Context: an optimization exercise on an open-source flow, tuned for small area. The choices shown serve that exercise and are no tape-out recipe. The RTL was checked by simulation tests, not by an equivalence proof against the original design. Power is estimated from default activity; no workload was simulated.

[flow/design.v]
package rv_pkg;
  localparam int XLEN       = 32;
  localparam int NUM_REGS   = 32;
  localparam int INSN_BYTES = 4;
  typedef logic [XLEN-1:0] word_t;
  typedef logic [XLEN-1:0] addr_t;
  typedef logic [31:0]     insn_t;
  typedef logic [4:0]      reg_idx_t;
  typedef logic [6:0]      opcode_t;
  typedef logic [2:0]      funct3_t;
  typedef logic [3:0]      alu_op_t;
  localparam opcode_t OP_LUI     = 7'b0110111;
  localparam opcode_t OP_REG_IMM = 7'b0010011;
  localparam opcode_t OP_BRANCH  = 7'b1100011;
  localparam opcode_t OP_SYSTEM  = 7'b1110011;
  localparam funct3_t F3_ADD  = 3'b000;
  localparam funct3_t F3_SLL  = 3'b001;
  localparam funct3_t F3_SLT  = 3'b010;
  localparam funct3_t F3_SLTU = 3'b011;
  localparam funct3_t F3_XOR  = 3'b100;
  localparam funct3_t F3_SR   = 3'b101;
  localparam funct3_t F3_OR   = 3'b110;
  localparam funct3_t F3_AND  = 3'b111;
  localparam funct3_t F3_BEQ  = 3'b000;
  localparam funct3_t F3_BNE  = 3'b001;
  localparam funct3_t F3_BLT  = 3'b100;
  localparam funct3_t F3_BGE  = 3'b101;
  localparam funct3_t F3_BLTU = 3'b110;
  localparam funct3_t F3_BGEU = 3'b111;
  localparam logic [6:0] F7_ALT = 7'b0100000;
  localparam alu_op_t ALU_ADD  = 4'd0;
  localparam alu_op_t ALU_SLT  = 4'd1;
  localparam alu_op_t ALU_SLTU = 4'd2;
  localparam alu_op_t ALU_XOR  = 4'd3;
  localparam alu_op_t ALU_OR   = 4'd4;
  localparam alu_op_t ALU_AND  = 4'd5;
  localparam alu_op_t ALU_SLL  = 4'd6;
  localparam alu_op_t ALU_SRL  = 4'd7;
  localparam alu_op_t ALU_SRA  = 4'd8;
  localparam alu_op_t ALU_LUI  = 4'd9;
  localparam insn_t ECALL_WORD = 32'h0000_0073;
endpackage
module reg_dec (
  input  rv_pkg::reg_idx_t idx,
  input  logic             en,
  output logic [31:1]      sel
);
  always_comb
  begin
    for (int i = 1; i < 32; i++)
    begin
      sel[i] = en && (idx == i);
    end
  end
endmodule
module reg_aoi3 (
  input  logic [2:0] sel,
  input  logic [2:0] d,
  output logic       y_n
);
  assign y_n = ~|(sel & d);
endmodule
module reg_rd_bit (
  input  logic [31:1] sel,
  input  logic [31:1] d,
  output logic        y
);
  logic [10:0] grp_n;
  genvar g;
  generate
    for (g = 0; g < 10; g++)
    begin : g_grp
      reg_aoi3 u_aoi (.sel(sel[3*g+3:3*g+1]), .d(d[3*g+3:3*g+1]), .y_n(grp_n[g]));
    end
  endgenerate
  assign grp_n[10] = ~(sel[31] & d[31]);
  assign y = ~&grp_n;
endmodule
module reg_rd_bit_alt (
  input  logic [32:1] sel,
  input  logic [32:1] d,
  output logic        y
);
  logic [10:0] grp_n;
  genvar g;
  generate
    for (g = 0; g < 10; g++)
    begin : g_grp
      reg_aoi3 u_aoi (.sel(sel[3*g+3:3*g+1]), .d(d[3*g+3:3*g+1]), .y_n(grp_n[g]));
    end
  endgenerate
  assign grp_n[10] = ~((sel[31] & d[31]) | (sel[32] & d[32]));
  assign y = ~&grp_n;
endmodule
module reg_file (
  input  logic             clk,
  input  logic             rst,
  input  logic             wr_en,
  input  rv_pkg::reg_idx_t wr_idx,
  input  rv_pkg::word_t    wr_data,
  input  rv_pkg::reg_idx_t rs1,
  input  rv_pkg::reg_idx_t rs2,
  input  logic             rs2_en,
  input  rv_pkg::word_t    rs2_alt,
  output rv_pkg::word_t    rs1_data,
  output rv_pkg::word_t    rs2_data
);
  logic [31:0] regs [1:31];
  logic [31:1] wr_sel;
  logic [31:1] sel1;
  logic [31:1] sel2;
  rv_pkg::word_t wr_word;
  assign wr_word = rst ? '0 : wr_data;
  reg_dec u_wr_dec  (.idx(wr_idx), .en(wr_en), .sel(wr_sel));
  reg_dec u_rs1_dec (.idx(rs1),    .en(1'b1),  .sel(sel1));
  reg_dec u_rs2_dec (.idx(rs2),    .en(rs2_en), .sel(sel2));
  genvar i;
  genvar b;
  generate
    for (i = 1; i < 32; i++)
    begin : g_reg
      always_ff @(posedge clk)
      begin
        if (rst || wr_sel[i])
          regs[i] <= wr_word;
      end
    end
    for (b = 0; b < 32; b++)
    begin : g_rd
      logic [31:1] col;
      for (i = 1; i < 32; i++)
      begin : g_col
        assign col[i] = regs[i][b];
      end
      reg_rd_bit u_rd1 (.sel(sel1), .d(col), .y(rs1_data[b]));
      reg_rd_bit_alt u_rd2 (.sel({~rs2_en, sel2}), .d({rs2_alt[b], col}), .y(rs2_data[b]));
    end
  endgenerate
endmodule
module insn_decoder (
  input  rv_pkg::insn_t    insn,
  output rv_pkg::reg_idx_t rs1,
  output rv_pkg::reg_idx_t rs2,
  output rv_pkg::reg_idx_t rd,
  output logic             wr_en,
  output logic             is_branch,
  output logic             halt
);
  rv_pkg::opcode_t opcode;
  rv_pkg::funct3_t funct3;
  logic [6:0]      funct7;
  logic            writes_rd;
  assign opcode = insn[6:0];
  assign rd     = insn[11:7];
  assign funct3 = insn[14:12];
  assign rs1    = insn[19:15];
  assign rs2    = insn[24:20];
  assign funct7 = insn[31:25];
  always_comb
  begin
    writes_rd = 1'b0;
    is_branch = 1'b0;
    halt      = 1'b0;
    case (opcode)
      rv_pkg::OP_LUI:
      begin
        writes_rd = 1'b1;
      end
      rv_pkg::OP_REG_IMM:
      begin
        case (funct3)
          rv_pkg::F3_SLL: writes_rd = (funct7 == 7'b0000000);
          rv_pkg::F3_SR:  writes_rd = (funct7 == 7'b0000000) || (funct7 == rv_pkg::F7_ALT);
          default:        writes_rd = 1'b1;
        endcase
      end
      rv_pkg::OP_BRANCH:
      begin
        is_branch = (funct3[2:1] != 2'b01);
      end
      rv_pkg::OP_SYSTEM:
      begin
        halt = (insn == rv_pkg::ECALL_WORD);
      end
      default:
      begin
        writes_rd = 1'b0;
      end
    endcase
  end
  assign wr_en = writes_rd && (rd != '0);
endmodule
module cmp_tree #(
  parameter int N = 32
) (
  input  logic [N-1:0] a,
  input  logic [N-1:0] b,
  output logic         lt,
  output logic         eq
);
  localparam int L = (N > 16) ? 5 : (N > 8) ? 4 : (N > 4) ? 3 : (N > 2) ? 2 : 1;
  logic [N-1:0] l [0:L];
  logic [N-1:0] e [0:L];
  always_comb
  begin
    for (int i = 0; i < N; i++)
    begin
      l[0][i] = ~a[i] & b[i];
      e[0][i] = ~(a[i] ^ b[i]);
    end
    for (int k = 1; k <= L; k++)
    begin
      l[k] = '0;
      e[k] = '0;
      for (int i = 0; 2 * i < ((N + (1 << (k-1)) - 1) >> (k-1)); i++)
      begin
        if (2 * i + 1 < ((N + (1 << (k-1)) - 1) >> (k-1)))
        begin
          l[k][i] = l[k-1][2*i+1] | (e[k-1][2*i+1] & l[k-1][2*i]);
          e[k][i] = e[k-1][2*i+1] & e[k-1][2*i];
        end
        else
        begin
          l[k][i] = l[k-1][2*i];
          e[k][i] = e[k-1][2*i];
        end
      end
    end
  end
  assign lt = l[L][0];
  assign eq = e[L][0];
endmodule
module add_bk #(
  parameter int N = 16
) (
  input  logic [N-1:0] a,
  input  logic [N-1:0] b,
  output logic [N-1:0] s,
  output logic         co
);
  localparam int L = (N > 16) ? 5 : (N > 8) ? 4 : (N > 4) ? 3 : (N > 2) ? 2 : 1;
  logic [N-1:0] g;
  logic [N-1:0] p;
  logic [N-1:0] gg;
  logic [N-1:0] pp;
  logic [N:0]   c;
  always_comb
  begin
    g  = a & b;
    p  = a ^ b;
    gg = g;
    pp = p;
    for (int k = 0; k < L; k++)
    begin
      for (int i = 0; i < N; i++)
      begin
        if ((i % (2 << k)) == (2 << k) - 1)
        begin
          gg[i] = gg[i] | (pp[i] & gg[i - (1 << k)]);
          pp[i] = pp[i] & pp[i - (1 << k)];
        end
      end
    end
    for (int k = L - 2; k >= 0; k--)
    begin
      for (int i = 0; i < N; i++)
      begin
        if ((i % (2 << k)) == (1 << k) - 1 && i >= (2 << k))
        begin
          gg[i] = gg[i] | (pp[i] & gg[i - (1 << k)]);
          pp[i] = pp[i] & pp[i - (1 << k)];
        end
      end
    end
    c[0] = 1'b0;
    for (int i = 0; i < N; i++)
      c[i+1] = gg[i];
    s  = p ^ c[N-1:0];
    co = c[N];
  end
endmodule
module add_carry #(
  parameter int N = 16
) (
  input  logic [N-1:0] a,
  input  logic [N-1:0] b,
  output logic [N-1:0] c,
  output logic         co
);
  localparam int L = (N > 16) ? 5 : (N > 8) ? 4 : (N > 4) ? 3 : (N > 2) ? 2 : 1;
  logic [N-1:0] gg;
  logic [N-1:0] pp;
  always_comb
  begin
    gg = a & b;
    pp = a | b;
    for (int k = 0; k < L; k++)
    begin
      for (int i = 0; i < N; i++)
      begin
        if ((i % (2 << k)) == (2 << k) - 1)
        begin
          gg[i] = gg[i] | (pp[i] & gg[i - (1 << k)]);
          pp[i] = pp[i] & pp[i - (1 << k)];
        end
      end
    end
    for (int k = L - 2; k >= 0; k--)
    begin
      for (int i = 0; i < N; i++)
      begin
        if ((i % (2 << k)) == (1 << k) - 1 && i >= (2 << k))
        begin
          gg[i] = gg[i] | (pp[i] & gg[i - (1 << k)]);
          pp[i] = pp[i] & pp[i - (1 << k)];
        end
      end
    end
    c  = {gg[N-2:0], 1'b0};
    co = gg[N-1];
  end
endmodule
module alu_bit (
  input  logic a,
  input  logic t,
  input  logic k1,
  input  logic k0,
  input  logic add,
  input  logic sh_n,
  input  logic up,
  input  logic sel_sh,
  input  logic sel_up,
  output logic y
);
  logic other;
  assign other = add ? (a ^ t) : (a ? k1 : k0);
  assign y     = sel_up ? up : (sel_sh ? ~sh_n : other);
endmodule
module alu_shift_stage #(
  parameter int S   = 1,
  parameter bit INV = 1'b0
) (
  input  rv_pkg::word_t x,
  input  logic          fill,
  input  logic          left,
  input  logic          right,
  input  logic          keep,
  output rv_pkg::word_t y_n
);
  always_comb
  begin
    for (int b = 0; b < 32; b++)
    begin
      y_n[b] = ~((left  & ((b - S >= 0) ? x[(b - S) & 31] : INV)) |
                 (right & ((b + S < 32) ? x[(b + S) & 31] : fill)) |
                 (keep  & x[b]));
    end
  end
endmodule
module int_alu (
  input  rv_pkg::insn_t insn,
  input  rv_pkg::word_t operand,
  input  logic          ltu,
  input  logic          lts,
  output rv_pkg::word_t result
);
  rv_pkg::funct3_t funct3;
  rv_pkg::word_t   a;
  logic [11:0]     imm;
  logic            s;
  rv_pkg::word_t   imm_x;
  assign funct3 = insn[14:12];
  assign a      = operand;
  assign imm    = insn[31:20];
  assign s      = insn[31];
  assign imm_x  = {{20{s}}, imm};
  logic [11:0] c_lo;
  logic        c12;
  logic        inc;
  logic        dec;
  logic [19:0] ones_below;
  logic [19:0] zeros_below;
  rv_pkg::word_t t;
  add_carry #(.N(12)) u_add (.a(a[11:0]), .b(imm), .c(c_lo), .co(c12));
  assign inc = c12 & ~s;
  assign dec = ~c12 & s;
  always_comb
  begin
    ones_below[0]  = 1'b1;
    zeros_below[0] = 1'b1;
    for (int k = 1; k < 20; k++)
    begin
      ones_below[k]  = ones_below[k-1] & a[12+k-1];
      zeros_below[k] = zeros_below[k-1] & ~a[12+k-1];
    end
    for (int k = 0; k < 20; k++)
    begin
      t[12+k] = (inc & ones_below[k]) | (dec & zeros_below[k]);
    end
  end
  assign t[11:0] = imm ^ c_lo;
  logic [4:0]    shamt;
  logic          sh_left;
  logic          sh_fill;
  rv_pkg::word_t st0_n;
  rv_pkg::word_t st1;
  rv_pkg::word_t st2_n;
  rv_pkg::word_t st3;
  rv_pkg::word_t st4_n;
  assign shamt   = insn[24:20];
  assign sh_left = ~funct3[2];
  assign sh_fill = (insn[31:25] == rv_pkg::F7_ALT) & a[31];
  alu_shift_stage #(.S(1),  .INV(1'b0)) u_sh0 (.x(a),     .fill(sh_fill),  .left(sh_left & shamt[0]), .right(~sh_left & shamt[0]), .keep(~shamt[0]), .y_n(st0_n));
  alu_shift_stage #(.S(2),  .INV(1'b1)) u_sh1 (.x(st0_n), .fill(~sh_fill), .left(sh_left & shamt[1]), .right(~sh_left & shamt[1]), .keep(~shamt[1]), .y_n(st1));
  alu_shift_stage #(.S(4),  .INV(1'b0)) u_sh2 (.x(st1),   .fill(sh_fill),  .left(sh_left & shamt[2]), .right(~sh_left & shamt[2]), .keep(~shamt[2]), .y_n(st2_n));
  alu_shift_stage #(.S(8),  .INV(1'b1)) u_sh3 (.x(st2_n), .fill(~sh_fill), .left(sh_left & shamt[3]), .right(~sh_left & shamt[3]), .keep(~shamt[3]), .y_n(st3));
  alu_shift_stage #(.S(16), .INV(1'b0)) u_sh4 (.x(st3),   .fill(sh_fill),  .left(sh_left & shamt[4]), .right(~sh_left & shamt[4]), .keep(~shamt[4]), .y_n(st4_n));
  logic          is_lui;
  logic          op_add;
  logic          op_sh;
  logic          op_slt;
  logic          op_xor;
  logic          op_or;
  logic          op_and;
  rv_pkg::word_t k1;
  rv_pkg::word_t k0;
  logic          lt;
  logic          is_opimm;
  assign is_lui   = (insn[6:0] == rv_pkg::OP_LUI);
  assign is_opimm = (insn[6:0] == rv_pkg::OP_REG_IMM);
  assign op_add   = ~is_opimm | (funct3 == 3'b000);
  assign op_sh    = is_opimm & (funct3[1:0] == 2'b01);
  assign op_slt   = is_opimm & (funct3[2:1] == 2'b01);
  assign op_xor   = is_opimm & (funct3 == 3'b100);
  assign op_or    = is_opimm & (funct3 == 3'b110);
  assign op_and   = is_opimm & (funct3 == 3'b111);
  assign lt     = funct3[0] ? ltu : lts;
  always_comb
  begin
    for (int b = 0; b < 32; b++)
    begin
      k1[b] = (op_xor & ~imm_x[b]) | op_or | (op_and & imm_x[b]);
      k0[b] = (op_xor | op_or) & imm_x[b];
    end
    k1[0] = k1[0] | (op_slt & lt);
    k0[0] = k0[0] | (op_slt & lt);
  end
  genvar b;
  generate
    for (b = 0; b < 32; b++)
    begin : g_bit
      alu_bit u_bit (
        .a      (a[b]),
        .t      (t[b]),
        .k1     (k1[b]),
        .k0     (k0[b]),
        .add    (op_add),
        .sh_n   (st4_n[b]),
        .up     ((b >= 12) ? insn[b] : 1'b0),
        .sel_sh (op_sh & ~is_lui),
        .sel_up (is_lui),
        .y      (result[b])
      );
    end
  endgenerate
endmodule
module pc_unit (
  input  logic            clk,
  input  logic            rst,
  input  rv_pkg::insn_t   insn,
  input  logic            is_branch,
  input  logic            eq,
  input  logic            ltu,
  input  logic            lts,
  input  logic            halt,
  output rv_pkg::addr_t   pc
);
  rv_pkg::funct3_t funct3;
  logic            cond;
  logic            taken;
  assign funct3 = insn[14:12];
  always_comb
  begin
    case (funct3[2:1])
      2'b00:   cond = eq;
      2'b10:   cond = lts;
      default: cond = ltu;
    endcase
  end
  assign taken = is_branch & (cond ^ funct3[0]);
  logic [31:1] pc_q;
  logic [12:1] off;
  logic        off_neg;
  logic [12:1] nxt_lo;
  logic        c13;
  logic        inc;
  logic        dec;
  logic [18:0] ones_below;
  logic [18:0] zeros_below;
  logic [31:13] nxt_hi;
  assign off     = taken ? {insn[31], insn[7], insn[30:25], insn[11:8]} : {10'b0, ~halt, 1'b0};
  assign off_neg = taken & insn[31];
  add_bk #(.N(12)) u_add (.a(pc_q[12:1]), .b(off), .s(nxt_lo), .co(c13));
  assign inc = c13 & ~off_neg;
  assign dec = ~c13 & off_neg;
  always_comb
  begin
    ones_below[0]  = 1'b1;
    zeros_below[0] = 1'b1;
    for (int k = 1; k < 19; k++)
    begin
      ones_below[k]  = ones_below[k-1] & pc_q[13+k-1];
      zeros_below[k] = zeros_below[k-1] & ~pc_q[13+k-1];
    end
    for (int k = 0; k < 19; k++)
    begin
      nxt_hi[13+k] = pc_q[13+k] ^ ((inc & ones_below[k]) | (dec & zeros_below[k]));
    end
  end
  always_ff @(posedge clk)
  begin
    if (rst)
      pc_q <= '0;
    else
      pc_q <= {nxt_hi, nxt_lo};
  end
  assign pc = {pc_q, 1'b0};
endmodule
module rv_core (
  input  logic             clk,
  input  logic             rst,
  input  rv_pkg::insn_t    insn,
  output rv_pkg::addr_t    pc,
  output logic             halt,
  output logic             wb_en,
  output rv_pkg::reg_idx_t wb_rd,
  output rv_pkg::word_t    wb_data
);
  rv_pkg::reg_idx_t rs1;
  rv_pkg::reg_idx_t rs2;
  logic             dec_wr_en;
  logic             is_branch;
  rv_pkg::word_t rs1_data;
  rv_pkg::word_t rs2_data;
  rv_pkg::word_t imm_i;
  logic cmp_eq;
  logic cmp_ltu;
  logic cmp_lts;
  insn_decoder u_decoder (
    .insn      (insn),
    .rs1       (rs1),
    .rs2       (rs2),
    .rd        (wb_rd),
    .wr_en     (dec_wr_en),
    .is_branch (is_branch),
    .halt      (halt)
  );
  assign wb_en = dec_wr_en && !rst;
  reg_file u_reg_file (
    .clk      (clk),
    .rst      (rst),
    .wr_en    (wb_en),
    .wr_idx   (wb_rd),
    .wr_data  (wb_data),
    .rs1      (rs1),
    .rs2      (rs2),
    .rs2_en   (is_branch),
    .rs2_alt  (imm_i),
    .rs1_data (rs1_data),
    .rs2_data (rs2_data)
  );
  assign imm_i = {{20{insn[31]}}, insn[31:20]};
  cmp_tree #(.N(32)) u_cmp (.a(rs1_data), .b(rs2_data), .lt(cmp_ltu), .eq(cmp_eq));
  assign cmp_lts = (rs1_data[31] ^ rs2_data[31]) ? rs1_data[31] : cmp_ltu;
  int_alu u_alu (
    .insn    (insn),
    .operand (rs1_data),
    .ltu     (cmp_ltu),
    .lts     (cmp_lts),
    .result  (wb_data)
  );
  pc_unit u_pc_unit (
    .clk       (clk),
    .rst       (rst),
    .insn      (insn),
    .is_branch (is_branch),
    .eq        (cmp_eq),
    .ltu       (cmp_ltu),
    .lts       (cmp_lts),
    .halt      (halt),
    .pc        (pc)
  );
endmodule
[flow/run.sh]
#!/bin/bash
# synth_recipe.tcl (not shown) runs the flow's synth.tcl, then flattens the netlist and writes it again
# the make line also repeats each setting of config.mk as NAME=value (left out here)
make -C /OpenROAD-flow-scripts/flow DESIGN_CONFIG=/design/flow/config.mk WORK_HOME=/design/flow/orfs CLKGATE_MAP_FILE= SYNTH_SCRIPT=/design/flow/synth_recipe.tcl finish
[flow/config.mk]
export PLATFORM = sky130hd
export DESIGN_NAME = rv_core
export DESIGN_NICKNAME = rv_core
export VERILOG_FILES = /design/flow/design.v
export SDC_FILE = /design/flow/constraint.sdc
export NUM_CORES = 4
export LEC_CHECK = 0
export CAP_MARGIN = 20
export CORE_MARGIN = 2
export CORE_UTILIZATION = 40
export SETUP_SLACK_MARGIN = 0.2
export SLEW_MARGIN = 20
export SYNTH_HIERARCHICAL = 1
[flow/constraint.sdc]
create_clock -name core_clock -period 12.0 [get_ports {clk}]
set_input_delay 2.4000 -clock core_clock [delete_from_list [all_inputs] [get_ports {clk}]]
set_output_delay 2.4000 -clock core_clock [all_outputs]
set_load 0.01 [all_outputs]
==> results of run 1 <==
[kinds of logic (layout without fill, tap and decap cells)]
kind of cell    after synthesis  count (layout)
compound gates             1066            1066
other cells                   4              23
buf+inv                     193             760
flops                      1023            1023
mux                          82              82
simple gates                728             752
fa+ha+maj                    59              59
xor+xnor                     23              23
[per-module statistics from Yosys (local to each module, per instance), excerpt]
| module | area (um^2) | copies in the design |
|---|---|---|
| reg_rd_bit_alt | 36.3 | 32 |
| rv_core | 21.3 | 1 |
| reg_rd_bit | 27.5 | 32 |
| alu_bit | 57.6 | 32 |
| reg_file | 30200 | 1 |
| insn_decoder | 265 | 1 |
| reg_dec | 230 | 3 |
| reg_aoi3 | 10.0 | 640 |
| int_alu | 935 | 1 |
| pc_unit | 1570 | 1 |
[area by class of cell]
class / count / share of cell area [%]
multi-input cells: 2004 / 29.8
repair buffers: 471 / 7.10
clock buffers: 123 / 4.73
flip-flops and latches: 1023 / 53.2
diodes: 1 / 0.00438
clock inverters: 69 / 1.16
well taps: 1536 / 3.36
inverters: 97 / 0.643
[worst reg2reg max path, delay by kind of cell (launching register included)]
kind | cells | cell delay [ps]
AOI/OAI and AO/OA | 11 | 3030
and+or+nand+nor | 7 | 1630
adders and majority gates | 5 | 1360
buffers and inverters | 6 | 840
muxes | 2 | 620
DFF | 1 | 390
[cell usage in the layout (no fill, tap or decap), drive strengths merged, types with 22 or more instances in the layout]
master         Yosys  routed
edfxtp           992     992
a222oi           769     769
buf               70     370
nor2             191     215
nand4            142     142
clkbuf            26     128
inv               97     101
clkdlybuf4s50      0      96
nand2             95      95
a21oi             93      93
mux2i             71      71
nor2b             54      54
ha                47      47
clkinv             0      45
nor3b             41      41
or2               39      39
or4               38      38
o31ai             35      35
a2111o            32      32
a22o              32      32
dfxtp             31      31
nor3              28      28
a22oi             25      25
conb               4      22
[metrics by stage]
step	cells	worst slack (ps)	util (%)	hold slack, ps	area (um^2)
2_1_floorplan	3196	1490	-	554	47500
3_3_place_gp	5043	-245	44.7	521	52800
3_5_place_dp	5044	-260	44.8	557	52800
4_1_cts	5239	219	47.7	572	56300
5_1_grt	5323	97.6	48.5	591	57200
6_report	5324	162	48.5	559	57200
[flip-flops by register name, summed over array words and instances (netlist names)]
register	flops
u_pc_unit.pc_q	31
u_reg_file.regs	992
[path summary, 6_finish.rpt]
path                              to  slack, ps  cells after the start
setup / recovery          wb_data[0]        160                     26
hold reg to reg   u_pc_unit.pc_q[31]        560                      2
setup reg to reg  u_pc_unit.pc_q[31]       4020                     31
hold / removal    u_pc_unit.pc_q[31]        560                      2
[routing by layer]
| layer | track usage [%] | up-vias |
|---|---|---|
| li1 | - | 15900 |
| met1 | 41.5 | 19800 |
| met2 | 45.5 | 3724 |
| met3 | 9.46 | 656 |
| met4 | 14.5 | 8 |
| met5 | 0.560 | - |
[power groups by stage]
stage | Combinational (mW) | Sequential, mW | Clock (mW)
floorplan | 0.536 | 4.64 | 0
global placement | 1.04 | 4.68 | 0
detailed placement | 1.05 | 4.70 | 0
CTS | 1.06 | 4.63 | 3.26
global route | 1.15 | 4.67 | 3.40
finish | 1.11 | 4.64 | 3.25
[repair_timing]
item | in CTS | in global routing
gates cloned | 0 | 24
buffers inserted | 3 | 60
gates resized for setup | 10 | 37
pin swaps | 4 | 47
endpoints found under the hold margin | 0 | 0
endpoints found under the setup margin | 2 | 7
==> impl_metrics.py, run 1 <==
metrics = {
    "outcome": {
        "outcome": "no timing/DRC/antenna violations",
    },
    "critical_path": {
        "worst_path_most_repeated_cell": "buf_4",
        "crit_family": "buffers and inverters",
        "critPathSlowestCell": "clkdlybuf4s50_1",
        "cp_data_required_time_ps": 9600,
        "r2r_start": "u_reg_file.regs[25][10]",
        "critPathLaunch": "insn[20]",
        "crit_type": "primary input to output pin",
        "critPathCaptureType": "output pin",
        "path_buf_inv": 7,
        "crit_path_start_kind": "primary input",
        "arrival_ps": 9440,
        "critPathMaxStageDelay_ps": 890,
        "path_max_fanout": 13,
    },
    "floorplan": {
        "fp.coreArea_um2": 118000,
        "chipWidth_um": 349,
        "pin_count": 105,
        "die_h_um": 349,
        "rows": 126,
        "dieArea_um2": 121000,
        "initial_core_util_pct": 40.3,
    },
    "detailed_routing": {
        "post-route-drc-count": 0,
        "wl_per_cell_um": 38.4,
        "wl_met3_mm": 33.9,
        "wl_met1_mm": 73.4,
        "drtIter0Drc": 11700,
        "route.vias.total": 40100,
        "drt-total-wl_mm": 204,
        "viasPerCell": 7.52,
        "highest-signal-layer": "met5",
        "final_antenna_net_count": 0,
        "wl_met2_mm": 85.1,
        "drt_first_pass_iters": 20,
    },
    "global_routing": {
        "grt_max_degree": 65,
        "first_global_vias": 36400,
        "grt_overflow": 0,
        "grt_pass1_wl_mm": 269,
        "antenna_found_initial": 4,
        "grt.total_usage_pct": 30.8,
    },
    "synth": {
        "syn-cell-area_um2": 47500,
        "synth_common_cells": "992 x edfxtp_1, 769 x a222oi_1, 191 x nor2_1",
        "synth_most_common_cell": "edfxtp_1",
        "synth-seq-cells": 1023,
        "ys_warn_count": 23,
        "synth_simple_gate_area_share_pct": 8.84,
        "synth_largest_area_cell": "edfxtp_1",
        "yosysUniqueCellTypes": 82,
        "async_reset_ff_share_pct": 0,
        "synthTopCellsByArea": "edfxtp_1 63%, a222oi_1 16%, nand4_1 1.9%, nor2_1 1.5%, mux2i_1 1.5%",
        "synthAdderAreaFrac_pct": 1.62,
        "synth_cells": 3178,
        "synth_top_family_by_area": "compound AO/OA/AOI/OAI gates",
        "synth_flop_cell": "edfxtp_1",
        "synth.top_cell.area_share_pct": 62.8,
        "synth.avg_cell_area_um2": 14.9,
        "ys_seq_area_share_pct": 64.1,
        "synth_xor_area_share_pct": 0.424,
        "synthMuxAreaShare_pct": 1.76,
        "synth_compound_area_share_pct": 21.2,
        "synth_edf_count": 992,
    },
    "run": {
        "max_cap_violations": 0,
    },
    "power": {
        "p_per_area_nw_per_um2": 157,
        "power_switching_mw": 2.39,
        "power_leakage_nw": 20.2,
        "switching_share_pct": 26.6,
        "power_mw": 9.00,
        "ir_drop_v": 0.000120,
        "clkPwrFrac_pct": 36.1,
        "internal_power_mw": 6.61,
        "pwr-share-comb_pct": 12.4,
        "seqPwrFrac_pct": 51.6,
    },
    "timing": {
        "finalSetupViolCount": 0,
        "fmax_mhz": 84.5,
        "fin_crit_sh_pct": 98.7,
        "tightest_slew_ps": 1240,
        "rsz0062_at_grt": "true",
        "skew_ps": 39.4,
        "setup-tns-final_ps": 0,
        "slew_headroom_pct": 16.9,
        "hold_violations": 0,
        "drv_slew": 0,
        "fin_crit_ps": 11840,
    },
    "hold_path": {
        "hp-start": "u_pc_unit.pc_q[31]",
        "min_path_type": "register to register",
    },
    "placement": {
        "portBuffers": 103,
        "hpwlAfterDp_mm": 129,
        "gp_congestion": 1.00,
    },
    "cts": {
        "numCtsBuffers": 104,
        "clk_latency_ps": 710,
        "cts-htree-levels": 3,
        "cts.sink_count": 1023,
        "postCtsHoldBufs": 0,
        "tritoncts": "done",
        "max-clock-path-buffers": 3,
        "clk_pin_slew_ps": 60,
        "cts-root-buf": "clkbuf_16",
    },
    "layout": {
        "seqCellArea_um2": 30400,
        "multiInputGateArea_um2": 17000,
        "layout-drive-gt1-share_pct": 20.8,
        "fin_nets": 3788,
        "n_fill_cell": 10100,
        "syn2layout_area_growth_pct": 20.4,
    },
}
==> run 2: changes to the inputs <==
--- a/flow/design.v
+++ b/flow/design.v
@@ -41,4 +41,16 @@
   localparam insn_t ECALL_WORD = 32'h0000_0073;
 endpackage
+module reg_dec_all (
+  input  rv_pkg::reg_idx_t idx,
+  output logic [31:1]      sel
+);
+  always_comb
+  begin
+    for (int i = 1; i < 32; i++)
+    begin
+      sel[i] = (idx == i);
+    end
+  end
+endmodule
 module reg_dec (
   input  rv_pkg::reg_idx_t idx,
@@ -61,4 +73,32 @@
   assign y_n = ~|(sel & d);
 endmodule
+module reg_nand4 (
+  input  logic [3:0] x,
+  output logic       y
+);
+  assign y = ~&x;
+endmodule
+module reg_nand3 (
+  input  logic [2:0] x,
+  output logic       y
+);
+  assign y = ~&x;
+endmodule
+module reg_or3 (
+  input  logic [2:0] x,
+  output logic       y
+);
+  assign y = |x;
+endmodule
+module reg_or11_n (
+  input  logic [10:0] x_n,
+  output logic        y
+);
+  logic [2:0] part;
+  reg_nand4 u_p0 (.x(x_n[3:0]),  .y(part[0]));
+  reg_nand4 u_p1 (.x(x_n[7:4]),  .y(part[1]));
+  reg_nand3 u_p2 (.x(x_n[10:8]), .y(part[2]));
+  reg_or3   u_y  (.x(part),      .y(y));
+endmodule
 module reg_rd_bit (
   input  logic [31:1] sel,
@@ -75,5 +115,5 @@
   endgenerate
   assign grp_n[10] = ~(sel[31] & d[31]);
-  assign y = ~&grp_n;
+  reg_or11_n u_or (.x_n(grp_n), .y(y));
 endmodule
 module reg_rd_bit_alt (
@@ -91,5 +131,5 @@
   endgenerate
   assign grp_n[10] = ~((sel[31] & d[31]) | (sel[32] & d[32]));
-  assign y = ~&grp_n;
+  reg_or11_n u_or (.x_n(grp_n), .y(y));
 endmodule
 module reg_file (
@@ -113,5 +153,5 @@
   assign wr_word = rst ? '0 : wr_data;
   reg_dec u_wr_dec  (.idx(wr_idx), .en(wr_en), .sel(wr_sel));
-  reg_dec u_rs1_dec (.idx(rs1),    .en(1'b1),  .sel(sel1));
+  reg_dec_all u_rs1_dec (.idx(rs1), .sel(sel1));
   reg_dec u_rs2_dec (.idx(rs2),    .en(rs2_en), .sel(sel2));
   genvar i;
@@ -321,19 +361,99 @@
   end
 endmodule
-module alu_bit (
+module gate_o21ai (
+  input  logic a1,
+  input  logic a2,
+  input  logic b1,
+  output logic y
+);
+  assign y = ~((a1 | a2) & b1);
+endmodule
+module gate_a21o (
+  input  logic a1,
+  input  logic a2,
+  input  logic b1,
+  output logic x
+);
+  assign x = (a1 & a2) | b1;
+endmodule
+module gate_mux2i (
+  input  logic a0,
+  input  logic a1,
+  input  logic s,
+  output logic y
+);
+  assign y = ~(s ? a1 : a0);
+endmodule
+module gate_a222oi (
+  input  logic a1,
+  input  logic a2,
+  input  logic b1,
+  input  logic b2,
+  input  logic c1,
+  input  logic c2,
+  output logic y
+);
+  assign y = ~((a1 & a2) | (b1 & b2) | (c1 & c2));
+endmodule
+module gate_a221oi (
+  input  logic a1,
+  input  logic a2,
+  input  logic b1,
+  input  logic b2,
+  input  logic c1,
+  output logic y
+);
+  assign y = ~((a1 & a2) | (b1 & b2) | c1);
+endmodule
+module gate_a22oi (
+  input  logic a1,
+  input  logic a2,
+  input  logic b1,
+  input  logic b2,
+  output logic y
+);
+  assign y = ~((a1 & a2) | (b1 & b2));
+endmodule
+module alu_bit_hi (
   input  logic a,
-  input  logic t,
+  input  logic t_n,
   input  logic k1,
-  input  logic k0,
+  input  logic k0_n,
   input  logic add,
+  input  logic add_n,
   input  logic sh_n,
-  input  logic up,
-  input  logic sel_sh,
+  input  logic up_n,
   input  logic sel_up,
+  input  logic sel_sh,
+  input  logic sel_op,
+  output logic y
+);
+  logic j1;
+  logic j0;
+  logic op_n;
+  gate_a21o   u_j1 (.a1(add), .a2(t_n), .b1(k1), .x(j1));
+  gate_o21ai  u_j0 (.a1(add_n), .a2(t_n), .b1(k0_n), .y(j0));
+  gate_mux2i  u_op (.a0(j0), .a1(j1), .s(a), .y(op_n));
+  gate_a222oi u_y  (.a1(sel_up), .a2(up_n), .b1(sel_sh), .b2(sh_n), .c1(sel_op), .c2(op_n), .y(y));
+endmodule
+module alu_bit_lo (
+  input  logic a,
+  input  logic t_n,
+  input  logic k1,
+  input  logic k0_n,
+  input  logic add,
+  input  logic add_n,
+  input  logic sh_n,
+  input  logic sel_sh,
+  input  logic sel_op,
   output logic y
 );
-  logic other;
-  assign other = add ? (a ^ t) : (a ? k1 : k0);
-  assign y     = sel_up ? up : (sel_sh ? ~sh_n : other);
+  logic j1;
+  logic j0;
+  logic op_n;
+  gate_a21o   u_j1 (.a1(add), .a2(t_n), .b1(k1), .x(j1));
+  gate_o21ai  u_j0 (.a1(add_n), .a2(t_n), .b1(k0_n), .y(j0));
+  gate_mux2i  u_op (.a0(j0), .a1(j1), .s(a), .y(op_n));
+  gate_a22oi  u_y  (.a1(sel_sh), .a2(sh_n), .b1(sel_op), .b2(op_n), .y(y));
 endmodule
 module alu_shift_stage #(
@@ -381,5 +501,5 @@
   logic [19:0] ones_below;
   logic [19:0] zeros_below;
-  rv_pkg::word_t t;
+  rv_pkg::word_t t_n;
   add_carry #(.N(12)) u_add (.a(a[11:0]), .b(imm), .c(c_lo), .co(c12));
   assign inc = c12 & ~s;
@@ -396,8 +516,8 @@
     for (int k = 0; k < 20; k++)
     begin
-      t[12+k] = (inc & ones_below[k]) | (dec & zeros_below[k]);
+      t_n[12+k] = ~((inc & ones_below[k]) | (dec & zeros_below[k]));
     end
   end
-  assign t[11:0] = imm ^ c_lo;
+  assign t_n[11:0] = ~(imm ^ c_lo);
   logic [4:0]    shamt;
   logic          sh_left;
@@ -424,10 +544,11 @@
   logic          op_and;
   rv_pkg::word_t k1;
-  rv_pkg::word_t k0;
+  rv_pkg::word_t k0_n;
   logic          lt;
   logic          is_opimm;
+  logic          sel_op;
   assign is_lui   = (insn[6:0] == rv_pkg::OP_LUI);
   assign is_opimm = (insn[6:0] == rv_pkg::OP_REG_IMM);
-  assign op_add   = ~is_opimm | (funct3 == 3'b000);
+  assign op_add   = ~is_opimm & ~is_lui | is_opimm & (funct3 == 3'b000);
   assign op_sh    = is_opimm & (funct3[1:0] == 2'b01);
   assign op_slt   = is_opimm & (funct3[2:1] == 2'b01);
@@ -435,29 +556,47 @@
   assign op_or    = is_opimm & (funct3 == 3'b110);
   assign op_and   = is_opimm & (funct3 == 3'b111);
-  assign lt     = funct3[0] ? ltu : lts;
+  assign sel_op   = ~is_lui & ~op_sh;
+  assign lt       = funct3[0] ? ltu : lts;
   always_comb
   begin
     for (int b = 0; b < 32; b++)
     begin
-      k1[b] = (op_xor & ~imm_x[b]) | op_or | (op_and & imm_x[b]);
-      k0[b] = (op_xor | op_or) & imm_x[b];
+      k1[b]   = (op_xor & ~imm_x[b]) | op_or | (op_and & imm_x[b]);
+      k0_n[b] = ~((op_xor | op_or) & imm_x[b]);
     end
-    k1[0] = k1[0] | (op_slt & lt);
-    k0[0] = k0[0] | (op_slt & lt);
+    k1[0]   = k1[0] | (op_slt & lt);
+    k0_n[0] = k0_n[0] & ~(op_slt & lt);
   end
   genvar b;
   generate
-    for (b = 0; b < 32; b++)
-    begin : g_bit
-      alu_bit u_bit (
+    for (b = 0; b < 12; b++)
+    begin : g_lo
+      alu_bit_lo u_bit (
+        .a      (a[b]),
+        .t_n    (t_n[b]),
+        .k1     (k1[b]),
+        .k0_n   (k0_n[b]),
+        .add    (op_add),
+        .add_n  (~op_add),
+        .sh_n   (st4_n[b]),
+        .sel_sh (op_sh),
+        .sel_op (~op_sh),
+        .y      (result[b])
+      );
+    end
+    for (b = 12; b < 32; b++)
+    begin : g_hi
+      alu_bit_hi u_bit (
         .a      (a[b]),
-        .t      (t[b]),
+        .t_n    (t_n[b]),
         .k1     (k1[b]),
-        .k0     (k0[b]),
+        .k0_n   (k0_n[b]),
         .add    (op_add),
+        .add_n  (~op_add),
         .sh_n   (st4_n[b]),
-        .up     ((b >= 12) ? insn[b] : 1'b0),
-        .sel_sh (op_sh & ~is_lui),
+        .up_n   (~insn[b]),
         .sel_up (is_lui),
+        .sel_sh (op_sh),
+        .sel_op (sel_op),
         .y      (result[b])
       );
==> flow/flow/run.sh (new file) <==
#!/bin/bash
# The standard layout, with a clock tree of fewer, larger sink clusters and
# no dummy loads, and plain buffers on the ports.
set -euo pipefail
export CTS_ARGS="-sink_clustering_enable -repair_clock_nets -dont_use_dummy_load -sink_clustering_size 25 -sink_clustering_max_diameter 60 -buf_list {sky130_fd_sc_hd__clkbuf_8 sky130_fd_sc_hd__clkbuf_16}"
export BUFFER_PORTS_ARGS="-buffer_cell sky130_fd_sc_hd__buf_2"
bash standard.sh > standard.log 2>&1
==> flow/standard.sh (new file) <==
#!/bin/bash
# synth_recipe.tcl (not shown) runs the flow's synth.tcl, then flattens the netlist and writes it again
# the make line also repeats each setting of config.mk as NAME=value (left out here)
make -C /OpenROAD-flow-scripts/flow DESIGN_CONFIG=/design/flow/config.mk WORK_HOME=/design/flow/orfs CLKGATE_MAP_FILE= SYNTH_SCRIPT=/design/flow/synth_recipe.tcl "${@:-finish}"
--- a/flow/config.mk
+++ b/flow/config.mk
@@ -9,4 +9,5 @@
 export CORE_MARGIN = 2
 export CORE_UTILIZATION = 40
+export PLACE_DENSITY = 0.4
 export SETUP_SLACK_MARGIN = 0.2
 export SLEW_MARGIN = 20
removed: flow/run.sh
==> run 2 against run 1 <==
Still clean on timing, DRC and antenna. Sequential share of layout area is 4.1 points higher. Area after synthesis decreased by 1.6%. Fmax rose by 1.3%. Setup slack improved by 160 ps. Synthesized cell count down 2.7%. Die area is 1.6% lower. Routed wire length shrank 0.75%. Clock-buffer cell count decreased by 23. Critical path type unchanged.
==> impl_metrics.py, run 2 <==
metrics = {
    "placement": {
        "portBuffers": 103,
        "hpwlAfterDp_mm": 128,
        "gp_congestion": 0.917,
        "pre_cts_slack_ps": 351,
        "place_area_um2": 50500,
    },
    "layout": {
        "final_cell_mix": "992 x edfxtp_1, 789 x a222oi_1, 192 x buf_4",
        "mostFrequentLayoutCell": "edfxtp_1",
        "fin_nets": 3487,
        "top_regs": "u_reg_file.regs x992, u_pc_unit.pc_q x31",
        "syn2layout_area_growth_pct": 13.7,
        "fin_area_um2": 53100,
        "largest-register": "u_reg_file.regs",
        "final_util_pct": 45.8,
        "largest_reg_flops": 992,
        "layout-drive-gt1-share_pct": 18.0,
    },
    "synth": {
        "synth.top_cell.area_share_pct": 63.8,
        "synth_cells": 3091,
        "synth_flop_cell": "edfxtp_1",
        "ys_seq_area_share_pct": 65.1,
        "synth_most_common_cell": "edfxtp_1",
        "synth.avg_cell_area_um2": 15.1,
        "ys_warn_count": 24,
        "synth_largest_area_cell": "edfxtp_1",
        "yosysUniqueCellTypes": 85,
        "synth_xor_area_share_pct": 0.413,
        "synth_top_family_by_area": "compound AO/OA/AOI/OAI gates",
        "synth-seq-cells": 1023,
        "synth_compound_area_share_pct": 21.0,
        "synth_common_cells": "992 x edfxtp_1, 789 x a222oi_1, 173 x nor2_1",
        "synthMuxAreaShare_pct": 1.14,
        "synthAdderAreaFrac_pct": 1.65,
        "async_reset_ff_share_pct": 0,
        "synth_edf_count": 992,
        "syn-cell-area_um2": 46700,
        "synth_simple_gate_area_share_pct": 8.69,
        "synthTopCellsByArea": "edfxtp_1 64%, a222oi_1 17%, nand4_1 1.9%, nor2_1 1.4%, dfxtp_1 1.3%",
    },
    "timing": {
        "fin_crit_ps": 11680,
        "slew_headroom_pct": 20.8,
        "rsz0062_at_grt": "false",
        "skew_ps": 105,
        "drv_slew": 0,
        "setup_ws_ps": 319,
        "tightest_slew_ps": 1190,
        "hold_violations": 0,
        "fin_crit_sh_pct": 97.3,
        "fmax_mhz": 85.6,
        "setup-tns-final_ps": 0,
        "finalSetupViolCount": 0,
    },
    "power": {
        "power_leakage_nw": 18.1,
        "power_mw": 8.90,
        "ir_drop_v": 0.0000999,
        "p_per_area_nw_per_um2": 167,
    },
    "global_routing": {
        "grt_max_degree": 41,
        "first_global_vias": 35200,
        "grt.total_usage_pct": 32.6,
        "grt_overflow": 0,
        "antenna_found_initial": 16,
        "grt_pass1_wl_mm": 277,
    },
    "hold_path": {
        "min_path_type": "register to register",
    },
    "critical_path": {
        "arrival_ps": 9280,
        "path_max_fanout": 20,
        "worst_path_most_repeated_cell": "buf_4",
        "critPathMaxStageDelay_ps": 940,
        "cp_data_required_time_ps": 9600,
        "critPathSlowestCell": "nor2_4",
        "critPathCaptureType": "output pin",
        "crit_type": "primary input to output pin",
        "crit_path_start_kind": "primary input",
    },
    "floorplan": {
        "chipWidth_um": 346,
        "dieArea_um2": 120000,
        "rows": 125,
        "fp.coreArea_um2": 116000,
        "initial_core_util_pct": 40.2,
        "pin_count": 105,
        "die_h_um": 346,
    },
    "cts": {
        "max-clock-path-buffers": 3,
        "cts-htree-levels": 3,
        "postCtsHoldBufs": 0,
        "tritoncts": "done",
        "clk_pin_slew_ps": 50,
        "cts.sink_count": 1023,
        "clk_latency_ps": 720,
        "numCtsBuffers": 100,
        "cts-root-buf": "clkbuf_16",
    },
    "detailed_routing": {
        "drt-total-wl_mm": 203,
        "wl_per_cell_um": 41.1,
        "route.vias.total": 37600,
        "viasPerCell": 7.62,
        "post-route-drc-count": 0,
        "final_antenna_net_count": 0,
        "drt_first_pass_iters": 17,
        "drtIter0Drc": 9333,
    },
    "run": {
        "max_cap_violations": 0,
    },
    "outcome": {
        "outcome": "no timing/DRC/antenna violations",
    },
}
==> run 2: cell count changes after synthesis, moves of 33 or more <==
cell,change
a21o_1,+33
a21oi_1,-62
a22oi_2,+44
or3_1,+61
nor3b_1,-36
nand3_1,+68
==> run 2: cell type report <==
| class | instances | area [um^2] |
|---|---|---|
| Fill cell | 10200 | 62900 |
| Sequential cell | 1023 | 30400 |
| Multi-Input combinational cell | 1899 | 16000 |
| Clock buffer | 100 | 2500 |
| Timing Repair Buffer | 299 | 2010 |
| Tap cell | 1524 | 1910 |
| Inverter | 77 | 289 |
| Antenna cell | 11 | 27.5 |
==> run 2: stage by stage <==
step | hold WS (ps) | cells
6_report | 545 | 4933
5_1_grt | 611 | 4925
4_1_cts | 550 | 4919
3_5_place_dp | 538 | 4819
3_3_place_gp | 527 | 4816
2_1_floorplan | 554 | 3091
==> run 2: path summary, 6_finish.rpt <==
path | startpoint | endpoint | slack, ps | cells after the start
worst max-delay path | insn[3] | wb_data[0] | 320 | 26
worst min-delay path | u_pc_unit.pc_q[31] | u_pc_unit.pc_q[31] | 550 | 2
worst max register to register | u_reg_file.regs[19][15] | u_pc_unit.pc_q[31] | 3920 | 27
worst min register to register | u_pc_unit.pc_q[31] | u_pc_unit.pc_q[31] | 550 | 2
==> run 2: cell families after synthesis <==
logic type,count (synthesis)
flip-flops,1023
XOR/XNOR,22
multiplexers,52
buffers and inverters,169
adder cells (fa/ha/maj),59
other,2
AO/OA/AOI/OAI,1033
AND/OR/NAND/NOR,731
==> run 2: metal layers <==
metal | up-vias | part of all wire [%] | GRT usage (%) | wire, um
li1 | 15000 | - | - | -
met1 | 19200 | 39 | 44.4 | 78300
met2 | 2914 | 45 | 50.7 | 90800
met3 | 414 | 12 | 6.51 | 23700
met4 | 14 | 4.8 | 14.3 | 9810
met5 | - | 0.047 | 0 | 96
==> run 2: repair_timing <==
| action | CTS | global route |
|---|---|---|
| endpoints found under the setup margin | 0 | 1 |
| resized for setup | 0 | 0 |
| buffers inserted | 0 | 2 |
==> run 2: critical path: cells and delay by family <==
family / cells / cell delay [ps]
and+or+nand+nor: 8 / 2560
buffers and inverters: 5 / 1160
adders and majority gates: 2 / 640
muxes: 1 / 380
AOI/OAI and AO/OA: 10 / 2080
==> run 2: per-module statistics from Yosys, one instance, submodules excluded, a selection <==
module          flip-flops and latches  times used  cells inside
reg_rd_bit_alt                       0          32             1
reg_aoi3                             0         640             1
int_alu                              0           1           172
rv_core                              0           1             3
reg_nand4                            0         128             1
pc_unit                             31           1           176
reg_nand3                            0          64             1
gate_a21o                            0          32             1
reg_or3                              0          64             1
gate_a22oi                           0          12             1
==> run 2: power by group <==
group	switching, mW	internal (mW)	total, mW
logic	0.996	0.387	1.38
registers	0.237	4.57	4.80
clock network	1.26	1.45	2.71
total	2.49	6.40	8.90
==> run 3: changes to the inputs <==
==> flow/flow/run.sh (replaced) <==
#!/bin/bash
# The standard layout with: a clock tree of fewer sink clusters and no dummy
# loads; plain buffers on the ports; global routing that keeps met1 lighter.
set -euo pipefail
export CTS_ARGS="-sink_clustering_enable -repair_clock_nets -dont_use_dummy_load -sink_clustering_size 20 -sink_clustering_max_diameter 60 -buf_list {sky130_fd_sc_hd__clkbuf_8}"
export BUFFER_PORTS_ARGS="-buffer_cell sky130_fd_sc_hd__buf_2"
export FASTROUTE_TCL="$PWD/flow/fastroute.tcl"
bash standard.sh > standard.log 2>&1
==> flow/flow/fastroute.tcl (new file) <==
# Global routing with less of the lowest two layers handed out, so that
# more of the wiring goes to met3 and met4 and met1 stays free for pin access.
set_global_routing_layer_adjustment $::env(MIN_ROUTING_LAYER)-$::env(MAX_ROUTING_LAYER) 0.2
set_global_routing_layer_adjustment met1 0.5
set_global_routing_layer_adjustment met2 0.35

set_routing_layers -clock $::env(MIN_CLK_ROUTING_LAYER)-$::env(MAX_ROUTING_LAYER)
set_routing_layers -signal $::env(MIN_ROUTING_LAYER)-$::env(MAX_ROUTING_LAYER)
--- a/flow/config.mk
+++ b/flow/config.mk
@@ -7,7 +7,9 @@
 export LEC_CHECK = 0
 export CAP_MARGIN = 20
+export CELL_PAD_IN_SITES_DETAIL_PLACEMENT = 1
+export CELL_PAD_IN_SITES_GLOBAL_PLACEMENT = 1
 export CORE_MARGIN = 2
 export CORE_UTILIZATION = 40
-export PLACE_DENSITY = 0.4
+export PLACE_DENSITY = 0.45
 export SETUP_SLACK_MARGIN = 0.2
 export SLEW_MARGIN = 20
==> run 3 against run 2 <==
Cell count unchanged. Critical path depth down 5. Worst hold slack better by 35 ps. Die area unchanged. Core utilization down 0.82 points. Routed wire length up 2.9%. Largest cell class unchanged. Largest power group unchanged.
==> impl_metrics.py, run 3 <==
metrics = {
    "outcome": {
        "outcome": "no timing/DRC/antenna violations",
    },
    "synth": {
        "ys_seq_area_share_pct": 65.1,
        "syn-cell-area_um2": 46700,
        "synth_top_family_by_area": "compound AO/OA/AOI/OAI gates",
        "synth_compound_area_share_pct": 21.0,
        "synth_simple_gate_area_share_pct": 8.69,
        "async_reset_ff_share_pct": 0,
        "ys_warn_count": 24,
        "synth-seq-cells": 1023,
        "synth_largest_area_cell": "edfxtp_1",
        "synth.top_cell.area_share_pct": 63.8,
        "synth_xor_area_share_pct": 0.413,
        "synth_cells": 3091,
        "synthMuxAreaShare_pct": 1.14,
        "synth_flop_cell": "edfxtp_1",
        "synthTopCellsByArea": "edfxtp_1 64%, a222oi_1 17%, nand4_1 1.9%, nor2_1 1.4%, dfxtp_1 1.3%",
        "synth_common_cells": "992 x edfxtp_1, 789 x a222oi_1, 173 x nor2_1",
        "synth_edf_count": 992,
        "yosysUniqueCellTypes": 85,
        "synthAdderAreaFrac_pct": 1.65,
        "synth_most_common_cell": "edfxtp_1",
        "synth.avg_cell_area_um2": 15.1,
    },
    "global_routing": {
        "grt_util_met1_pct": 59.7,
        "grt_pass1_wl_mm": 290,
        "first_global_vias": 38900,
        "grtUsageMet2_pct": 61.9,
        "grt_use_met3_pct": 16.6,
        "antenna_found_initial": 9,
        "grt.busiest_layer": "met2",
        "grt_max_degree": 54,
        "grt_overflow": 0,
        "grt.total_usage_pct": 41.5,
    },
    "placement": {
        "hpwlAfterDp_mm": 134,
        "portBuffers": 103,
        "pre_cts_slack_ps": 398,
        "gp_congestion": 1.01,
        "place_area_um2": 50600,
    },
    "critical_path": {
        "critPathCaptureType": "output pin",
        "path_max_fanout": 19,
        "critPathSlowestCell": "or3_1",
        "crit_end": "wb_data[25]",
        "critPathLaunch": "insn[15]",
        "arrival_ps": 9210,
        "critPathMaxStageDelay_ps": 740,
        "reg2regPathDepth": 28,
        "crit_path_start_kind": "primary input",
        "cp_data_required_time_ps": 9600,
        "worstReg2RegEnd": "u_pc_unit.pc_q[24]",
        "r2r_slack_ps": 4230,
        "crit_type": "primary input to output pin",
        "r2r_start": "u_reg_file.regs[19][10]",
        "path_cells": "buf_2, nand3b_1, nor2_4, a222oi_1, nand4_1, or3_1, o211ai_2, o211ai_2, a221o_2, a2111oi_0, o22ai_1, inv_1, ha_1, nor4b_4, nand2_2, nor3_2, mux2i_1, o21ai_1, mux2i_1, a222oi_1, buf_2",
    },
    "floorplan": {
        "rows": 125,
        "fp.coreArea_um2": 116000,
        "initial_core_util_pct": 40.2,
        "pin_count": 105,
        "die_h_um": 346,
        "dieArea_um2": 120000,
        "chipWidth_um": 346,
    },
    "layout": {
        "layout-drive-gt1-share_pct": 18.2,
        "final_cell_mix": "992 x edfxtp_1, 789 x a222oi_1, 186 x buf_4",
        "mostFrequentLayoutCell": "edfxtp_1",
        "fin_area_um2": 52200,
        "syn2layout_area_growth_pct": 11.7,
        "fin_nets": 3488,
        "largest-register": "u_reg_file.regs",
        "largest_reg_flops": 992,
        "top_regs": "u_reg_file.regs x992, u_pc_unit.pc_q x31",
    },
    "timing": {
        "drv_slew": 0,
        "fin_crit_sh_pct": 96.8,
        "fin_crit_ps": 11610,
        "skew_ps": 104,
        "finalSetupViolCount": 0,
        "setup-tns-final_ps": 0,
        "hold_violations": 0,
        "rsz0062_at_grt": "false",
        "tightest_slew_ps": 1190,
        "fmax_mhz": 86.1,
        "setup_ws_ps": 389,
        "slew_headroom_pct": 20.7,
    },
    "cts": {
        "cts-root-buf": "clkbuf_8",
        "cts.sink_count": 1023,
        "cts-htree-levels": 3,
        "clk_pin_slew_ps": 50,
        "clk_latency_ps": 820,
        "max-clock-path-buffers": 3,
        "postCtsHoldBufs": 0,
        "numCtsBuffers": 101,
        "tritoncts": "done",
    },
    "detailed_routing": {
        "wl_per_cell_um": 42.3,
        "drt-total-wl_mm": 209,
        "viasPerCell": 7.48,
        "drtIter0Drc": 5974,
        "final_antenna_net_count": 0,
        "post-route-drc-count": 0,
        "drt_first_pass_iters": 14,
        "route.vias.total": 36900,
    },
    "hold_path": {
        "hold_path_depth": 2,
        "hp-start": "u_pc_unit.pc_q[31]",
        "min_path_type": "register to register",
    },
    "power": {
        "ir_drop_v": 0.000100,
        "p_per_area_nw_per_um2": 154,
        "power_leakage_nw": 17.6,
    },
    "run": {
        "max_cap_violations": 0,
    },
}
==> run 3: cell counts after synthesis <==
Identical to the previous run, type by type.
==> run 3: per-module statistics from Yosys (local to each module, per instance), a selection <==
module | cells | cell area, um^2 | flip-flops and latches
gate_mux2i | 1 | 10.0 | 0
reg_nand3 | 1 | 5.00 | 0
rv_core | 3 | 21.3 | 0
reg_file | 1062 | 30200 | 992
gate_a22oi | 1 | 12.5 | 0
reg_dec_all | 46 | 218 | 0
reg_dec | 46 | 230 | 0
reg_nand4 | 1 | 6.26 | 0
insn_decoder | 39 | 265 | 0
==> run 3: metrics by stage <==
stage          cells  util [%]  hold slack (ps)  power (mW)
3_3_place_gp    4809      43.5              551        6.12
2_1_floorplan   3091         -              554        5.47
5_1_grt         4927      44.9              641        8.34
3_5_place_dp    4815      43.6              564        6.19
6_report        4933      44.9              580        8.05
4_1_cts         4916      44.8              584        8.06
==> run 3: worst min path at each step <==
stage	end	slack (ps)
2_1_floorplan	u_pc_unit.pc_q[31]	550
3_3_place_gp	u_pc_unit.pc_q[31]	550
3_5_place_dp	u_pc_unit.pc_q[31]	560
4_1_cts	u_pc_unit.pc_q[31]	580
5_1_grt	u_pc_unit.pc_q[31]	640
6_report	u_pc_unit.pc_q[31]	580
==> run 3: cells by family after synthesis <==
| kind of cell | Yosys count |
|---|---|
| and+or+nand+nor | 731 |
| adders and majority gates | 59 |
| DFF | 1023 |
| xor gates and xnor gates | 22 |
| AOI/OAI and AO/OA | 1033 |
| muxes | 52 |
| buffers and inverters | 169 |
| other | 2 |
==> run 3: worst max-delay path, delay by kind of cell <==
| kind | cells | cell delay (ps) |
|---|---|---|
| simple gates | 7 | 2910 |
| compound gates | 8 | 2760 |
| buf+inv | 3 | 610 |
| mux | 2 | 330 |
| fa+ha+maj | 1 | 190 |
==> run 3: timing repair <==
action | in CTS | in global routing
gates resized for setup | 0 | 3
endpoints found under the setup margin | 0 | 8
setup buffers | 0 | 5
==> run 3: layer usage <==
layer | wire length, um | vias to the layer above
li1 | - | 15000
met1 | 73200 | 18700
met2 | 89600 | 2589
met3 | 27100 | 682
met4 | 18600 | 8
met5 | 112 | -
==> run 3: layout make-up <==
cell class / instances / area (um^2)
well taps: 1524 / 1910
clock buffers: 101 / 1390
diodes: 10 / 25.0
flip-flops and latches: 1023 / 30400
inverters: 77 / 289
fillers: 11500 / 63900
repair buffers: 299 / 2160
multi-input cells: 1899 / 16000
==> run 3: power by group <==
part | leakage [nW] | internal, mW | switching, mW | total, mW
registers | 10.4 | 4.56 | 0.241 | 4.80
logic | 6.46 | 0.373 | 0.974 | 1.35
clock network | 0.726 | 0.745 | 1.16 | 1.90
==> run 4: changes to the inputs <==
--- a/flow/config.mk
+++ b/flow/config.mk
@@ -6,5 +6,5 @@
 export NUM_CORES = 4
 export LEC_CHECK = 0
-export CAP_MARGIN = 20
+export CAP_MARGIN = 10
 export CELL_PAD_IN_SITES_DETAIL_PLACEMENT = 1
 export CELL_PAD_IN_SITES_GLOBAL_PLACEMENT = 1
@@ -12,5 +12,5 @@
 export CORE_UTILIZATION = 40
 export PLACE_DENSITY = 0.45
-export SETUP_SLACK_MARGIN = 0.2
-export SLEW_MARGIN = 20
+export SETUP_SLACK_MARGIN = 0.1
+export SLEW_MARGIN = 10
 export SYNTH_HIERARCHICAL = 1
==> run 4 against run 3 <==
Worst hold slack improved by 5.8 ps. Total power rose by 0.14%. Design area decreased by 0.42%. Flip-flop and latch count unchanged. Routed wire length about the same. Cell count down 0.30%. Setup slack got worse by 110 ps. Clock-buffer cell count grew 2. Largest power group unchanged.
==> impl_metrics.py, run 4 <==
metrics = {
    "layout": {
        "layoutNonFillerInstCount": 4918,
        "syn2layout_area_growth_pct": 11.2,
        "top_regs": "u_reg_file.regs x992, u_pc_unit.pc_q x31",
        "largest-register": "u_reg_file.regs",
        "layout-drive-gt1-share_pct": 17.9,
        "final_cell_mix": "992 x edfxtp_1, 789 x a222oi_1, 184 x buf_4",
        "mostFrequentLayoutCell": "edfxtp_1",
        "largest_reg_flops": 992,
        "fin_nets": 3480,
    },
    "detailed_routing": {
        "post-route-drc-count": 0,
        "viasPerCell": 7.50,
        "final_antenna_net_count": 0,
        "drt-total-wl_mm": 208,
        "drt_first_pass_iters": 12,
        "wl_per_cell_um": 42.4,
        "route.vias.total": 36900,
        "drtIter0Drc": 5965,
    },
    "synth": {
        "ys_warn_count": 24,
        "yosysUniqueCellTypes": 85,
        "ys_seq_area_share_pct": 65.1,
        "synth_common_cells": "992 x edfxtp_1, 789 x a222oi_1, 173 x nor2_1",
        "synth_largest_area_cell": "edfxtp_1",
        "synthTopCellsByArea": "edfxtp_1 64%, a222oi_1 17%, nand4_1 1.9%, nor2_1 1.4%, dfxtp_1 1.3%",
        "syn-cell-area_um2": 46700,
        "synth_edf_count": 992,
        "synth_cells": 3091,
        "synth.top_cell.area_share_pct": 63.8,
        "async_reset_ff_share_pct": 0,
        "synth.avg_cell_area_um2": 15.1,
        "synth_most_common_cell": "edfxtp_1",
        "synth-seq-cells": 1023,
        "synth_flop_cell": "edfxtp_1",
    },
    "critical_path": {
        "cp_data_required_time_ps": 9600,
        "crit_type": "primary input to output pin",
        "crit_path_start_kind": "primary input",
        "r2r_slack_ps": 4140,
        "r2r_start": "u_reg_file.regs[7][27]",
        "worstReg2RegEnd": "u_pc_unit.pc_q[24]",
        "arrival_ps": 9330,
        "reg2regPathDepth": 28,
        "critPathCaptureType": "output pin",
        "path_max_fanout": 17,
    },
    "global_routing": {
        "first_global_vias": 38800,
        "grt_overflow": 0,
        "grt_pass1_wl_mm": 290,
        "antenna_found_initial": 11,
        "grt.total_usage_pct": 41.5,
        "grt_max_degree": 54,
    },
    "power": {
        "p_per_area_nw_per_um2": 155,
        "power_mw": 8.06,
        "ir_drop_v": 0.000109,
        "power_leakage_nw": 17.5,
    },
    "cts": {
        "tritoncts": "done",
        "cts-htree-levels": 3,
        "postCtsHoldBufs": 0,
        "numCtsBuffers": 103,
        "max-clock-path-buffers": 3,
        "clk_pin_slew_ps": 90,
        "clk_latency_ps": 840,
        "cts-root-buf": "clkbuf_8",
        "cts.sink_count": 1023,
    },
    "hold_path": {
        "hold_path_depth": 2,
        "hold_path_end": "u_pc_unit.pc_q[31]",
        "min_path_type": "register to register",
        "hp-start": "u_pc_unit.pc_q[31]",
    },
    "floorplan": {
        "chipWidth_um": 346,
        "die_h_um": 346,
        "rows": 125,
        "initial_core_util_pct": 40.2,
        "fp.coreArea_um2": 116000,
        "pin_count": 105,
        "dieArea_um2": 120000,
    },
    "placement": {
        "gp_congestion": 1.01,
        "pre_cts_slack_ps": 419,
        "hpwlAfterDp_mm": 133,
        "dp_cells": 4809,
        "portBuffers": 103,
    },
    "timing": {
        "finalSetupViolCount": 0,
        "fmax_mhz": 85.3,
        "fin_crit_ps": 11730,
        "tightest_slew_ps": 1360,
        "skew_ps": 147,
        "slew_headroom_pct": 9.45,
        "hold_violations": 0,
        "fin_crit_sh_pct": 97.7,
        "setup_ws_ps": 275,
        "holdWs_ps": 586,
        "setup-tns-final_ps": 0,
        "rsz0062_at_grt": "false",
        "drv_slew": 0,
    },
    "outcome": {
        "outcome": "no timing/DRC/antenna violations",
    },
    "run": {
        "max_cap_violations": 0,
    },
}
## run 4: per-module statistics from Yosys (local to each module, per instance), a selection
module,area [um^2],flops+latches,times used
gate_o21ai,5.00,0,32
reg_rd_bit_alt,12.5,0,32
reg_file,30200,992,1
reg_dec,230,0,2
reg_nand4,6.26,0,128
int_alu,957,0,1
gate_a21o,7.51,0,32
reg_or3,6.26,0,64
pc_unit,1570,31,1
insn_decoder,265,0,1
## run 4: layout make-up
cell class | count | area, um^2
sequential | 1023 | 30400
tap | 1524 | 1910
clock buffer | 103 | 1420
multi-input combinational | 1899 | 15900
antenna | 3 | 7.51
timing repair buffer | 289 | 1950
inverter | 77 | 289
fill | 11500 | 64100
## run 4: critical path: stages
cell and delay, ps:
buf_2 240, nand3b_1 600, nor2_4 320, buf_4 340, a222oi_1 340, nand4_1 240, or3_1 700, o211ai_2 260
o211ai_2 160, a221o_2 440, a2111oi_0 510, o22ai_1 200, inv_1 100, ha_1 200, nor4b_4 340, nor2b_1 260
nor3b_1 210, a31oi_1 90, o21ai_1 170, mux2i_1 110, a222oi_1 780, buf_2 270
## run 4: power by group
part	internal (mW)	leakage [nW]	switching (mW)
Clock	0.758	0.741	1.16
Combinational	0.369	6.37	0.974
Sequential	4.56	10.4	0.238
Total	5.69	17.5	2.37
## run 4: cells by family (layout without fill, tap and decap cells)
logic type	count (synthesis)	count (layout)	share of synthesized area, %
xor gates and xnor gates	22	22	0.413
and+or+nand+nor	731	731	8.69
other	2	5	0.0161
DFF	1023	1023	65.1
adders and majority gates	59	59	1.65
muxes	52	52	1.14
buffers and inverters	169	469	1.94
AOI/OAI and AO/OA	1033	1033	21.0
## run 4: repair_timing
action | in CTS | in global routing
buffers inserted | 0 | 2
gates resized for setup | 0 | 1
endpoints found under the setup margin | 0 | 5
## run 4: worst max path at each step
stage,startpoint,to
CTS,insn[18],wb_data[25]
floorplan,insn[3],u_pc_unit.pc_q[31]
finish,insn[16],wb_data[18]
detailed placement,insn[18],wb_data[25]
global route,insn[19],wb_data[28]
global placement,insn[3],u_pc_unit.pc_q[31]
## run 4: through the flow
stage          utilization [%]  cell area, um^2
6_report                  44.7            51900
5_1_grt                   44.7            51900
4_1_cts                   44.7            51900
3_5_place_dp              43.5            50500
3_3_place_gp              43.5            50500
2_1_floorplan                -            46700
## run 4: metal layers
metal	part of all wire, %	global-route usage (%)	routed length, um
met2	43	62.2	89700
met5	0.033	0.320	69
met3	12	16.2	25600
met1	36	60.1	74500
met4	8.9	27.5	18500

==> port drivers added, routing unchanged <==
No port has a modelled driver above. Below, the same layouts with a new extraction and two added sets of constraints.
Step 1 sets driving cells, clkbuf_16 on the clock port and buf_2 on the other inputs (assumed; they add their load-dependent delay and slew).
Step 2 also shifts input and output timing later by t, the mid clock arrival at the registers, as if the neighbouring blocks saw the same clock.
Three values: no drivers, after step 1, after step 2; two values: the first two.
run | shift t [ns] | setup slack, ns | slew at the worst register clock pin (ns) | worst slew at a driven data input, ns
run 1 | 0.768 | 0.162 / 0.129 / 0.121 | 0.07 / 0.07 | 0.06
run 2 | 0.746 | 0.319 / 0.292 / 0.060 | 0.09 / 0.09 | 0.10
run 3 | 0.837 | 0.389 / 0.367 / 0.360 | 0.12 / 0.12 | 0.04
run 4 | 0.846 | 0.275 / 0.246 / 0.246 | 0.12 / 0.12 | 0.04
After both steps every run listed still meets setup and hold. The setup slack of run 2, which loses most, moves by -0.027 ns with the drivers and by -0.259 ns with both steps.
